Source: an optimization exercise on an open RTL-to-GDS flow (aim: small area, a short achievable clock period and few clock cycles). Production flows keep margins and buffers that such runs may drop.
Only simulation tests tie the RTL to the original design; equivalence was not proved.
No activity file was given, so power comes from the tool's default toggle rates.

## flow/design.v (module list and top-level ports; edited modules follow where they fit)
// module csa_level: 49 lines
// module param_wallace_multiplier: 3568 lines
module param_wallace_multiplier
#(
    parameter int WIDTH = 32
) (
    input  logic                 clk,
    input  logic                 rst,
    input  logic [WIDTH-1:0]     a,
    input  logic [WIDTH-1:0]     b,
    input  logic                 signed_mode,
    input  logic                 in_valid,
    output logic                 in_ready,
    output logic [2*WIDTH-1:0]   product,
    output logic                 out_valid,
    input  logic                 out_ready
);
  // ...
==> flow/flow/run.sh <==
#!/bin/bash
# Own layout flow: the standard ORFS flow, with Yosys's generic "abc -fast"
# inside "synth" skipped (SYNTH_ARGS=-noabc). That pass re-maps the
# XOR3/majority full-adder logic before ORFS's extract_fa, which then finds the
# adders in inverted form and leaves an inverter on most adder-to-adder nets.
# Everything else (registers, their names, the final ABC mapping, floorplan,
# placement, CTS, routing) is the standard flow.
set -euo pipefail
bash standard.sh SYNTH_ARGS=-noabc finish > standard_flow.log 2>&1
==> flow/standard.sh <==
#!/bin/bash
# synth_recipe.tcl (not shown) runs the flow's synth.tcl, then flattens the netlist and writes it again
# the make line also repeats each setting of config.mk as NAME=value (left out here)
make -C /OpenROAD-flow-scripts/flow DESIGN_CONFIG=/design/flow/config.mk WORK_HOME=/design/flow/orfs CLKGATE_MAP_FILE= SYNTH_SCRIPT=/design/flow/synth_recipe.tcl "${@:-finish}"
==> flow/config.mk <==
export PLATFORM = sky130hd
export DESIGN_NAME = param_wallace_multiplier
export DESIGN_NICKNAME = param_wallace_multiplier
export VERILOG_FILES = /design/flow/design.v
export SDC_FILE = /design/flow/constraint.sdc
export NUM_CORES = 4
export LEC_CHECK = 0
export ABC_CLOCK_PERIOD_IN_PS = 5000
export CAP_MARGIN = 20
export CORE_MARGIN = 2
export CORE_UTILIZATION = 40
export SETUP_SLACK_MARGIN = 4.0
export SLEW_MARGIN = 20
==> flow/constraint.sdc <==
create_clock -name core_clock -period 10.0 [get_ports {clk}]
set_input_delay 2.0000 -clock core_clock [delete_from_list [all_inputs] [get_ports {clk}]]
set_output_delay 2.0000 -clock core_clock [all_outputs]
set_load 0.01 [all_outputs]
==> results.json, run 1 <==
{
  "grt_setup_unrepaired": "yes",
  "cts_resized": 270,
  "detailedPlace.worstSlack_ns": 2.23,
  "outcome": "no timing/DRC/antenna violations",
  "dp.cells": 3683,
  "area_dominant_class": "multi-input gates",
  "met2_length_um": 48400,
  "initial_utilization": 0.404,
  "portBuffers": 134,
  "h_tree_levels": 4,
  "synth_enable_flop_cells": 122,
  "cts_setup_buffers": 78,
  "groute.layer.met2.usage": 0.454,
  "highest_count_cells_in_the_layout_ignoring_fill_and_taps": "xnor2_1, o22ai_1, fa_1, buf_4, edfxtp_1",
  "num-nets-final": 3578,
  "min_from": "v_q",
  "finish.utilization": 0.491,
  "fmaxAchievable_ghz": 0.167,
  "p_sw_mw": 6.20,
  "area.sequential_sq_um": 3680,
  "drc": 0,
  "syn_area_per_cell_sq_um": 10.1,
  "lkg_pwr_nw": 13.2,
  "fin_setup_tns_ns": 0,
  "largestPowerGroup": "combinational cells",
  "cts_tree": "built",
  "global_route.overflow_total": 0,
  "cp_cell_sequence": "clkdlybuf4s18_2 > ha_4 > nand2b_4 > buf_12 > clkinv_4 > xnor2_2 > o22ai_2 > fa_1 > fa_2 > fa_2 > fa_2 > fa_1 > fa_1 > ha_1",
  "global_route.peak_usage_layer": "met2",
  "cp_slowest_stage_delay_ns": 0.57,
  "yosys.area_share.adder": 0.393,
  "skew_ns": 0.0131,
  "cellInternalPower_mw": 6.83,
  "yosys_cell_types": 73,
  "power.ir.vdd_worst_v": 0.000260,
  "r2r_end": "r_q[29]",
  "worstPathRequired_ns": 10.23,
  "cts.reportedPaths.clkPinSlew_ns": 0.07
}
Testbench counts, summed over its fixed seeds: cycles 2,408.
==> run 2, diff against run 1 <==
--- a/flow/config.mk
+++ b/flow/config.mk
@@ -9,5 +9,7 @@
 export CAP_MARGIN = 20
 export CORE_MARGIN = 2
 export CORE_UTILIZATION = 40
+export CTS_BUF_LIST = sky130_fd_sc_hd__clkbuf_8
+export CTS_CLUSTER_SIZE = 30
 export SETUP_SLACK_MARGIN = 4.0
 export SLEW_MARGIN = 20
==> results.json, run 2 <==
{
  "num-nets-final": 3568,
  "finalHoldViolCount": 0,
  "slew-limit-headroom": 0.386,
  "synthesis.area_sq_um": 28200,
  "portBuffers": 134,
  "power.density_nw_per_um2": 380,
  "worst_path_max_delay_cell": "ha_4",
  "skew_ns": 0.0198,
  "syn_area_per_cell_sq_um": 10.1,
  "asyncSetResetFlopFracSynth": 0,
  "viasPerCell": 6.14,
  "tightest_slew_ns": 0.921,
  "global_route.overflow_total": 0,
  "synth.largest_area_cell": "fa_1",
  "dominant_cells_by_area_after_synthesis": "fa_1, xnor2_1, edfxtp_1, o22ai_1, ha_1",
  "max_cap_violations": 0,
  "flip_flop_count_of_the_largest_register_after_layout": 122,
  "rrSetupSlack_ns": 7.61,
  "grt_use_total": 0.272,
  "arrival_ns": 6.36,
  "h_tree_levels": 4,
  "crit_start": "signed_mode",
  "tritoncts_num_sinks": 123,
  "highest_count_cells_in_the_layout_ignoring_fill_and_taps": "xnor2_1, o22ai_1, fa_1, buf_4, edfxtp_1",
  "die_width_um": 270,
  "global_route.peak_usage_layer": "met2",
  "met1_usage": 0.334,
  "min_from": "v_q",
  "finish.utilization": 0.481,
  "cts_hold_buf": 0,
  "whs_ns": 0.980,
  "yosys_cell_types": 73,
  "final_max_slew_viol_count": 0,
  "syn-num-nets": 3480,
  "avgRoutedWirePerCell_um": 26.0,
  "biggestRegsByFlops": "r_q x122, v_q x1",
  "cts-buffers-inserted": 17,
  "fmaxAchievable_ghz": 0.165,
  "syn-instance-count": 2804,
  "synth.ff_latch_count": 123,
  "number_of_global_route_vias_before_repair": 24900,
  "pin_count_of_the_biggest_net_entering_global_routing": 55,
  "outcome": "no timing/DRC/antenna violations",
  "rr_startpoint": "v_q",
  "r2r_end": "r_q[29]",
  "layout-area-overhead-vs-synth_pct": 19.0,
  "drc": 0,
  "antenna_violations_before_repair": 2,
  "power.ir.vdd_worst_v": 0.000269,
  "totalPowerFinal_mw": 12.8,
  "synth.yosys.warnings": 1,
  "io_pins": 135,
  "cts_root_buf": "clkbuf_8",
  "ys_top_cells_by_count": "xnor2_1, fa_1, o22ai_1",
  "synth_most_common_cell": "xnor2_1",
  "startpoint_type": "primary input",
  "cts.reportedPaths.clkPinSlew_ns": 0.10,
  "yosys.area.top_type_share": 0.330,
  "max-clock-path-buffers": 2,
  "routabilityCongestion": 0.923,
  "rows": 97,
  "grt_setup_unrepaired": "yes",
  "timing.setup.critical_path_class": "in -> reg",
  "holdPathEnd": "r_q[108]",
  "ff2ff_path_depth": 3,
  "dp_hpwl_um": 74100,
  "layout-drive-gt1-share": 0.190,
  "fp.dieArea_sq_um": 72700,
  "placeableCoreArea_sq_um": 69900,
  "final.period_utilization": 0.607,
  "cp_slowest_stage_delay_ns": 0.57,
  "fin_setup_tns_ns": 0,
  "layout.cells.most_common": "xnor2_1",
  "largest_driver_fanout_on_the_critical_path": 32,
  "max_flop_register": "r_q",
  "critical_path.endpoint_type": "flip-flop",
  "critical-path-top-cell-by-count": "fa_1",
  "met3_usage": 0.0502,
  "cts_tree": "built",
  "holdCritPathClass": "reg -> reg",
  "sequential_cell_area_fraction_in_the_yosys_report": 0.130,
  "dominantRegCellSynth": "edfxtp_1",
  "initial_utilization": 0.404,
  "worst_hold_path.num_cells": 1,
  "vias": 23600,
  "groute.layer.met2.usage": 0.455,
  "final_setup_violation_count": 0,
  "cp_cell_sequence": "clkdlybuf4s18_2 > and2_1 > ha_4 > nor2_1 > fa_1 > fa_1 > fa_2 > fa_2 > fa_1 > fa_1 > ha_1",
  "synth_enable_flop_cells": 122,
  "final_period_minus_worst_setup_slack_ns": 6.07,
  "lkg_pwr_nw": 12.9,
  "dr.pass1.iters": 8,
  "detailedPlace.worstSlack_ns": 2.23,
  "layout_setup_ws_ns": 3.93,
  "drt_first_iter_violations": 2409,
  "worstPathRequired_ns": 10.30,
  "worst_skew_pair.late_latency_ns": 0.55,
  "totalWireLength_um": 99900,
  "global_route_wire_length_before_repair_um": 151000,
  "drt.antenna.violating_nets": 0,
  "chipHeight_um": 270
}
## run 2: cell counts after synthesis
Identical to the previous run, type by type.
## run 2: logic make-up after synthesis
logic type,after synthesis,synth area share
buf+inv,379,0.0533
flops,123,0.130
xor+xnor,588,0.182
fa+ha+maj,607,0.393
mux,33,0.0117
simple gates,273,0.0450
compound gates,801,0.185
## run 2: layout make-up
class	instances	area [sq um]
antenna	1	2.50
clock buffer	17	234
multi-input combinational	2309	24500
inverter	107	492
fill	6441	36300
clock inverter	15	165
timing repair inverter	8	80.1
timing repair buffer	326	3250
tap	940	1180
sequential	123	3680
## run 2: worst max path at each step
| stage | end | cells after the start |
|---|---|---|
| 6_report | r_q[73] | 11 |
| 3_3_place_gp | r_q[73] | 13 |
| 3_5_place_dp | r_q[73] | 13 |
| 4_1_cts | r_q[73] | 12 |
| 5_1_grt | r_q[73] | 13 |
| 2_1_floorplan | r_q[73] | 15 |
## run 2: timing repair
action | in CTS | in global routing
resized for setup | 245 | 160
setup endpoints to repair | 121 | 58
gates cloned | 15 | 6
setup buffers | 80 | 29
pin swaps | 21 | 33
## run 2: critical path, delay by kind of cell
| kind | cells | cell delay (ns) |
|---|---|---|
| adder cells (fa/ha/maj) | 8 | 3.51 |
| buffers and inverters | 1 | 0.40 |
| AND/OR/NAND/NOR | 2 | 0.44 |
## run 2: where the power goes
group / switching [mW] / leakage [nW] / internal, mW
Sequential: 0.0967 / 1.31 / 1.48
Combinational: 5.81 / 11.4 / 4.88
Clock: 0.250 / 0.189 / 0.223
## run 2: routing by layer
layer	wire length, um	share of wire
met1	37900	0.38
met2	47900	0.48
met3	8260	0.083
met4	5790	0.058
met5	40	0.00040
## run 2: metrics by stage
| stage | cells | cell area (sq um) |
|---|---|---|
| 6_report | 3846 | 33600 |
| 2_1_floorplan | 2804 | 28800 |
| 4_1_cts | 3810 | 32600 |
| 5_1_grt | 3845 | 33600 |
| 3_3_place_gp | 3683 | 30400 |
| 3_5_place_dp | 3683 | 30400 |
==> run 3, diff against run 2 <==
--- a/flow/config.mk
+++ b/flow/config.mk
@@ -9,7 +9,6 @@
 export CAP_MARGIN = 20
 export CORE_MARGIN = 2
 export CORE_UTILIZATION = 40
-export CTS_BUF_LIST = sky130_fd_sc_hd__clkbuf_8
-export CTS_CLUSTER_SIZE = 30
+export CTS_BUF_LIST = sky130_fd_sc_hd__clkbuf_4 sky130_fd_sc_hd__clkbuf_8
 export SETUP_SLACK_MARGIN = 4.0
 export SLEW_MARGIN = 20
==> results.json, run 3 <==
{
  "startpoint_type": "primary input",
  "drt_first_iter_violations": 2409,
  "worst_path_max_delay_cell": "ha_4",
  "flip_flop_count_of_the_largest_register_after_layout": 122,
  "chipHeight_um": 270,
  "syn_area_per_cell_sq_um": 10.1,
  "yosys_cell_types": 73,
  "grt_use_total": 0.272,
  "global_route_wire_length_before_repair_um": 151000,
  "worst_skew_pair.late_latency_ns": 0.55,
  "cp_cell_sequence": "clkdlybuf4s18_2 > and2_1 > ha_4 > nor2_1 > fa_1 > fa_1 > fa_2 > fa_2 > fa_1 > fa_1 > ha_1",
  "cts.reportedPaths.clkPinSlew_ns": 0.10,
  "crit_start": "signed_mode",
  "final.period_utilization": 0.607,
  "viasPerCell": 6.14,
  "placeableCoreArea_sq_um": 69900,
  "cts-buffers-inserted": 17,
  "lkg_pwr_nw": 12.9,
  "layout_setup_ws_ns": 3.93,
  "nFillCells": 6441,
  "drc": 0,
  "synthesis.area_sq_um": 28200,
  "drt.antenna.violating_nets": 0,
  "avgRoutedWirePerCell_um": 26.0,
  "antenna_violations_before_repair": 2,
  "die_width_um": 270,
  "io_pins": 135,
  "tightest_slew_ns": 0.921,
  "max-clock-path-buffers": 2,
  "max_cap_violations": 0,
  "rr_startpoint": "v_q",
  "ys_top_cells_by_count": "xnor2_1, fa_1, o22ai_1",
  "final_setup_violation_count": 0,
  "crit_path_capture": "r_q[73]",
  "power.ir.vdd_worst_v": 0.000269,
  "sequential_cell_area_fraction_in_the_yosys_report": 0.130,
  "path_delay_family": "adder cells",
  "dominantRegCellSynth": "edfxtp_1",
  "h_tree_levels": 4,
  "routabilityCongestion": 0.923,
  "finalHoldViolCount": 0,
  "synth_enable_flop_cells": 122,
  "power.density_nw_per_um2": 380,
  "final_period_minus_worst_setup_slack_ns": 6.07,
  "synth.yosys.warnings": 1,
  "yosys.area.top_type_share": 0.330,
  "layout-area-overhead-vs-synth_pct": 19.0,
  "worstPathRequired_ns": 10.30,
  "num-nets-final": 3568,
  "cts_tree": "built",
  "pin_count_of_the_biggest_net_entering_global_routing": 55,
  "slew-limit-headroom": 0.386,
  "biggestRegsByFlops": "r_q x122, v_q x1",
  "layout-drive-gt1-share": 0.190,
  "synth.largest_area_cell": "fa_1",
  "holdCritPathClass": "reg -> reg",
  "asyncSetResetFlopFracSynth": 0,
  "worstPathBufferInverterCount": 1,
  "grt_setup_unrepaired": "yes",
  "outcome": "no timing/DRC/antenna violations",
  "fp.dieArea_sq_um": 72700,
  "area.sequential_sq_um": 3680,
  "final_max_slew_viol_count": 0,
  "portBuffers": 134,
  "ff2ff_path_depth": 3,
  "vias": 23600,
  "highest_count_cells_in_the_layout_ignoring_fill_and_taps": "xnor2_1, o22ai_1, fa_1, buf_4, edfxtp_1",
  "dominant_cells_by_area_after_synthesis": "fa_1, xnor2_1, edfxtp_1, o22ai_1, ha_1",
  "detailedPlace.worstSlack_ns": 2.23,
  "global_route.overflow_total": 0,
  "critical_path.endpoint_type": "flip-flop",
  "timing.setup.critical_path_class": "in -> reg",
  "totalWireLength_um": 99900,
  "synth.ff_latch_count": 123,
  "critical_path_cell_count": 11,
  "largest_driver_fanout_on_the_critical_path": 32,
  "r2r_end": "r_q[29]",
  "worst_hold_path.num_cells": 1,
  "cp_slowest_stage_delay_ns": 0.57,
  "critical-path-top-cell-by-count": "fa_1",
  "rows": 97,
  "layout.cells.most_common": "xnor2_1",
  "skew_ns": 0.0198,
  "dr.pass1.iters": 8,
  "synth_most_common_cell": "xnor2_1",
  "syn-instance-count": 2804,
  "area_of_the_multi_input_gates_sq_um": 24500,
  "initial_utilization": 0.404,
  "max_flop_register": "r_q",
  "arrival_ns": 6.36,
  "syn-num-nets": 3480,
  "fmaxAchievable_ghz": 0.165,
  "cts_root_buf": "clkbuf_8",
  "number_of_global_route_vias_before_repair": 24900,
  "tritoncts_num_sinks": 123,
  "whs_ns": 0.980,
  "rrSetupSlack_ns": 7.61,
  "totalPowerFinal_mw": 12.8,
  "dp_hpwl_um": 74100,
  "fin_setup_tns_ns": 0
}
[run 3: cell counts after synthesis]
Identical to the previous run, type by type.
[run 3: cell type report]
type,count,share of cell area
Tap cell,940,0.0350
Inverter,107,0.0146
Timing Repair Buffer,326,0.0968
Sequential cell,123,0.110
Antenna cell,1,0.0000745
Multi-Input combinational cell,2309,0.730
Clock inverter,15,0.00492
Timing Repair inverter,8,0.00238
Clock buffer,17,0.00697
[run 3: repair_timing]
action | CTS | global route
resized for setup | 245 | 160
setup endpoints to repair | 121 | 58
hold buffers | 0 | 0
pin swaps | 21 | 33
setup buffers | 80 | 29
cloned | 15 | 6
[run 3: worst min path at each step]
stage          start       end  slack [ns]
2_1_floorplan    v_q       v_q        2.01
5_1_grt          v_q  r_q[110]        1.06
6_report         v_q  r_q[108]        0.98
3_5_place_dp     v_q  r_q[118]        0.98
4_1_cts          v_q  r_q[108]        1.00
3_3_place_gp     v_q  r_q[119]        0.96
[run 3: stage by stage]
step | cells | instance area (sq um) | util
CTS | 3810 | 32600 | 0.467
floorplan | 2804 | 28800 | -
detailed placement | 3683 | 30400 | 0.435
global route | 3845 | 33600 | 0.480
finish | 3846 | 33600 | 0.481
global placement | 3683 | 30400 | 0.435
[run 3: metal layers]
metal / GRT usage / wire length [um] / part of all wire / up-vias
met5: 0 / 40 / 0.00040 / -
li1: - / - / - / 10100
met2: 0.455 / 47900 / 0.48 / 1376
met4: 0.142 / 5790 / 0.058 / 6
met3: 0.0502 / 8260 / 0.083 / 306
met1: 0.334 / 37900 / 0.38 / 11800
[run 3: report_power, final]
| part | internal, mW | switching [mW] | total, mW |
|---|---|---|---|
| combinational | 4.88 | 5.81 | 10.7 |
| clock | 0.223 | 0.250 | 0.474 |
| sequential | 1.48 | 0.0967 | 1.58 |
[run 3: cell families after synthesis]
family | share of synthesized area
compound gates | 0.185
xor+xnor | 0.182
fa+ha+maj | 0.393
buf+inv | 0.0533
flops | 0.130
mux | 0.0117
simple gates | 0.0450
==> run 4, diff against run 3 <==
--- a/flow/config.mk
+++ b/flow/config.mk
@@ -10,5 +10,5 @@
 export CORE_MARGIN = 2
 export CORE_UTILIZATION = 40
 export CTS_BUF_LIST = sky130_fd_sc_hd__clkbuf_4 sky130_fd_sc_hd__clkbuf_8
-export SETUP_SLACK_MARGIN = 4.0
+export SETUP_SLACK_MARGIN = 3.9
 export SLEW_MARGIN = 20
==> results.json, run 4 <==
{
  "fmaxAchievable_ghz": 0.164,
  "number_of_global_route_vias_before_repair": 24900,
  "sequential_cell_area_fraction_in_the_yosys_report": 0.130,
  "layout-drive-gt1-share": 0.162,
  "worst_skew_pair.late_latency_ns": 0.57,
  "synthesis.area_sq_um": 28200,
  "max-clock-path-buffers": 2,
  "synth_most_common_cell": "xnor2_1",
  "route.met3.wl_um": 11100,
  "antenna_violations_before_repair": 8,
  "finalHoldViolCount": 0,
  "asyncSetResetFlopFracSynth": 0,
  "power.ir.vdd_worst_v": 0.000203,
  "grt_use_total": 0.282,
  "avgRoutedWirePerCell_um": 26.8,
  "tritoncts_num_sinks": 123,
  "startpoint_type": "primary input",
  "cts-buffers-inserted": 17,
  "critical_path.endpoint_type": "flip-flop",
  "placeableCoreArea_sq_um": 69900,
  "cts_hold_buf": 0,
  "layout-area-overhead-vs-synth_pct": 18.2,
  "initial_utilization": 0.404,
  "dr.pass1.iters": 7,
  "fp.dieArea_sq_um": 72700,
  "cts_tree": "built",
  "drc": 0,
  "layout.cells.most_common": "xnor2_1",
  "highest-signal-layer": "met5",
  "dominant_cells_by_area_after_synthesis": "fa_1, xnor2_1, edfxtp_1, o22ai_1, ha_1",
  "final.period_utilization": 0.611,
  "final_max_slew_viol_count": 0,
  "final_instance_count_without_filler_cells": 3866,
  "final_setup_violation_count": 0,
  "viasPerCell": 6.22,
  "pin_count_of_the_biggest_net_entering_global_routing": 65,
  "worstPathRequired_ns": 10.32,
  "finish.utilization": 0.478,
  "cts_root_buf": "clkbuf_8",
  "global_route.overflow_total": 0,
  "final_period_minus_worst_setup_slack_ns": 6.11,
  "totalWireLength_um": 104000,
  "drt_first_iter_violations": 2941,
  "num-nets-final": 3581,
  "global_route_wire_length_before_repair_um": 155000,
  "h_tree_levels": 4,
  "power.density_nw_per_um2": 374,
  "cts.reportedPaths.clkPinSlew_ns": 0.08,
  "die_width_um": 270,
  "syn-instance-count": 2804,
  "drt.antenna.violating_nets": 0,
  "lkg_pwr_nw": 12.7,
  "portBuffers": 134,
  "grt_setup_unrepaired": "yes",
  "syn-num-nets": 3480,
  "ys_top_cells_by_count": "xnor2_1, fa_1, o22ai_1",
  "highest_count_cells_in_the_layout_ignoring_fill_and_taps": "xnor2_1, fa_1, o22ai_1, buf_4, edfxtp_1",
  "holdPathEnd": "v_q",
  "met1Wirelength_um": 39700,
  "dominantRegCellSynth": "edfxtp_1",
  "synth.yosys.warnings": 1,
  "timing.setup.critical_path_class": "in -> reg",
  "outcome": "no timing/DRC/antenna violations",
  "yosys.area.top_type_share": 0.330,
  "dp.cells": 3685,
  "nFillCells": 6451,
  "max_cap_violations": 0,
  "r2r_end": "r_q[95]",
  "yosys_cell_types": 73,
  "met2_length_um": 46800,
  "largest_driver_fanout_on_the_critical_path": 16,
  "whs_ns": 1.01,
  "rows": 97,
  "skew_ns": 0.0169,
  "synth.ff_latch_count": 123,
  "arrival_ns": 6.43,
  "routabilityCongestion": 0.951,
  "totalPowerFinal_mw": 12.5,
  "holdCritPathClass": "reg -> reg",
  "fin_setup_tns_ns": 0,
  "worst_hold_path.num_cells": 3,
  "synth_enable_flop_cells": 122,
  "vias": 24000,
  "rr_startpoint": "v_q",
  "rrSetupSlack_ns": 7.75,
  "tightest_slew_ns": 1.04,
  "min_from": "v_q",
  "flip_flop_count_of_the_largest_register_after_layout": 122,
  "max_flop_register": "r_q",
  "chipHeight_um": 270,
  "synth.largest_area_cell": "fa_1",
  "syn_area_per_cell_sq_um": 10.1,
  "biggestRegsByFlops": "r_q x122, v_q x1",
  "dp_hpwl_um": 75400,
  "ff2ff_path_depth": 3,
  "io_pins": 135,
  "slew-limit-headroom": 0.296
}
[run 4: layout make-up]
type	count	area (sq um)	share of cell area
Inverter	107	517	0.0155
Timing Repair inverter	12	86.3	0.00259
Sequential cell	123	3680	0.110
Tap cell	940	1180	0.0352
Timing Repair Buffer	339	3430	0.103
Antenna cell	8	20.0	0.000600
Clock buffer	23	285	0.00854
Multi-Input combinational cell	2305	24100	0.722
Clock inverter	9	100	0.00300
[run 4: cells by family after synthesis]
group           after synthesis  share of synthesized area
compound gates              801                      0.185
xor+xnor                    588                      0.182
fa+ha+maj                   607                      0.393
buf+inv                     379                     0.0533
flops                       123                      0.130
mux                          33                     0.0117
simple gates                273                     0.0450
[run 4: worst max-delay path by stage]
stage               slack, ns       to   startpoint  cells past startpoint
global route             3.79  r_q[69]        b[14]                     12
global placement         1.90  r_q[69]        b[10]                     14
CTS                      3.76  r_q[69]         b[9]                     14
floorplan                3.71  r_q[73]  signed_mode                     15
detailed placement       1.91  r_q[69]         b[9]                     14
finish                   3.89  r_q[69]        b[10]                     14
[run 4: where the power goes]
group | internal [mW] | switching, mW | total, mW
registers | 1.48 | 0.105 | 1.59
clock network | 0.238 | 0.227 | 0.466
logic | 4.86 | 5.59 | 10.4
total | 6.58 | 5.92 | 12.5
[run 4: routing by layer]
metal  GRT usage  vias to the layer above
met3      0.0732                      319
met2       0.432                     1570
met5      0.0145                        -
li1            -                    10200
met4       0.156                        4
met1       0.363                    12000
[run 4: worst max-delay path: stages]
cell	delay (ns)
dlygate4sd2_1	0.32
ha_4	0.19
nand2b_4	0.18
clkinv_8	0.14
buf_6	0.24
xnor2_2	0.14
o22ai_1	0.16
fa_1	0.49
fa_1	0.45
fa_1	0.43
fa_1	0.47
fa_2	0.41
fa_1	0.56
ha_1	0.23
[run 4: repair_timing]
| item | in CTS | in global routing |
|---|---|---|
| hold endpoints to repair | 0 | 0 |
| buffers inserted | 77 | 40 |
| cloned | 21 | 3 |
| pin swaps | 19 | 24 |
| setup endpoints to repair | 122 | 50 |
| gates resized for setup | 227 | 112 |
[run 4: metrics by stage]
| stage | instance area [sq um] | setup slack, ns |
|---|---|---|
| after floorplan | 28600 | 3.71 |
| after global placement | 30400 | 1.90 |
| final | 33400 | 3.89 |
| after global routing | 33400 | 3.79 |
| after detailed placement | 30400 | 1.91 |
| after CTS | 32600 | 3.76 |

[static timing again, ports no longer ideal]
The flow's constraints put no driver on any port. The routed layouts listed below were extracted and timed again, unchanged, in two steps. Step 1 sets driving cells, clkbuf_16 on the clock port and buf_2 on the other inputs (assumed; they add their load-dependent delay and slew). Step 2, shift: input delay + t, output delay - t, t = (earliest + latest rising clock arrival at the registers) / 2. This alone moves slack from input paths to output paths. Slacks: ideal / step 1 / step 2; pairs: ideal / step 1.
run | shift t [ns] | setup WS [ns] | hold slack, ns
run 1 | 0.538 | 3.997 / 3.932 / 3.489 | 0.968 / 0.968 / 0.968
run 2 | 0.603 | 3.932 / 3.972 / 3.368 | 0.980 / 0.980 / 0.980
run 3 | 0.603 | 3.932 / 3.972 / 3.368 | 0.980 / 0.980 / 0.980
run 4 | 0.621 | 3.892 / 3.867 / 3.245 | 1.015 / 1.015 / 1.015
After both steps every run listed still meets setup and hold. The setup slack of run 4, which loses most, moves by -0.025 ns with the drivers and by -0.647 ns with both steps.
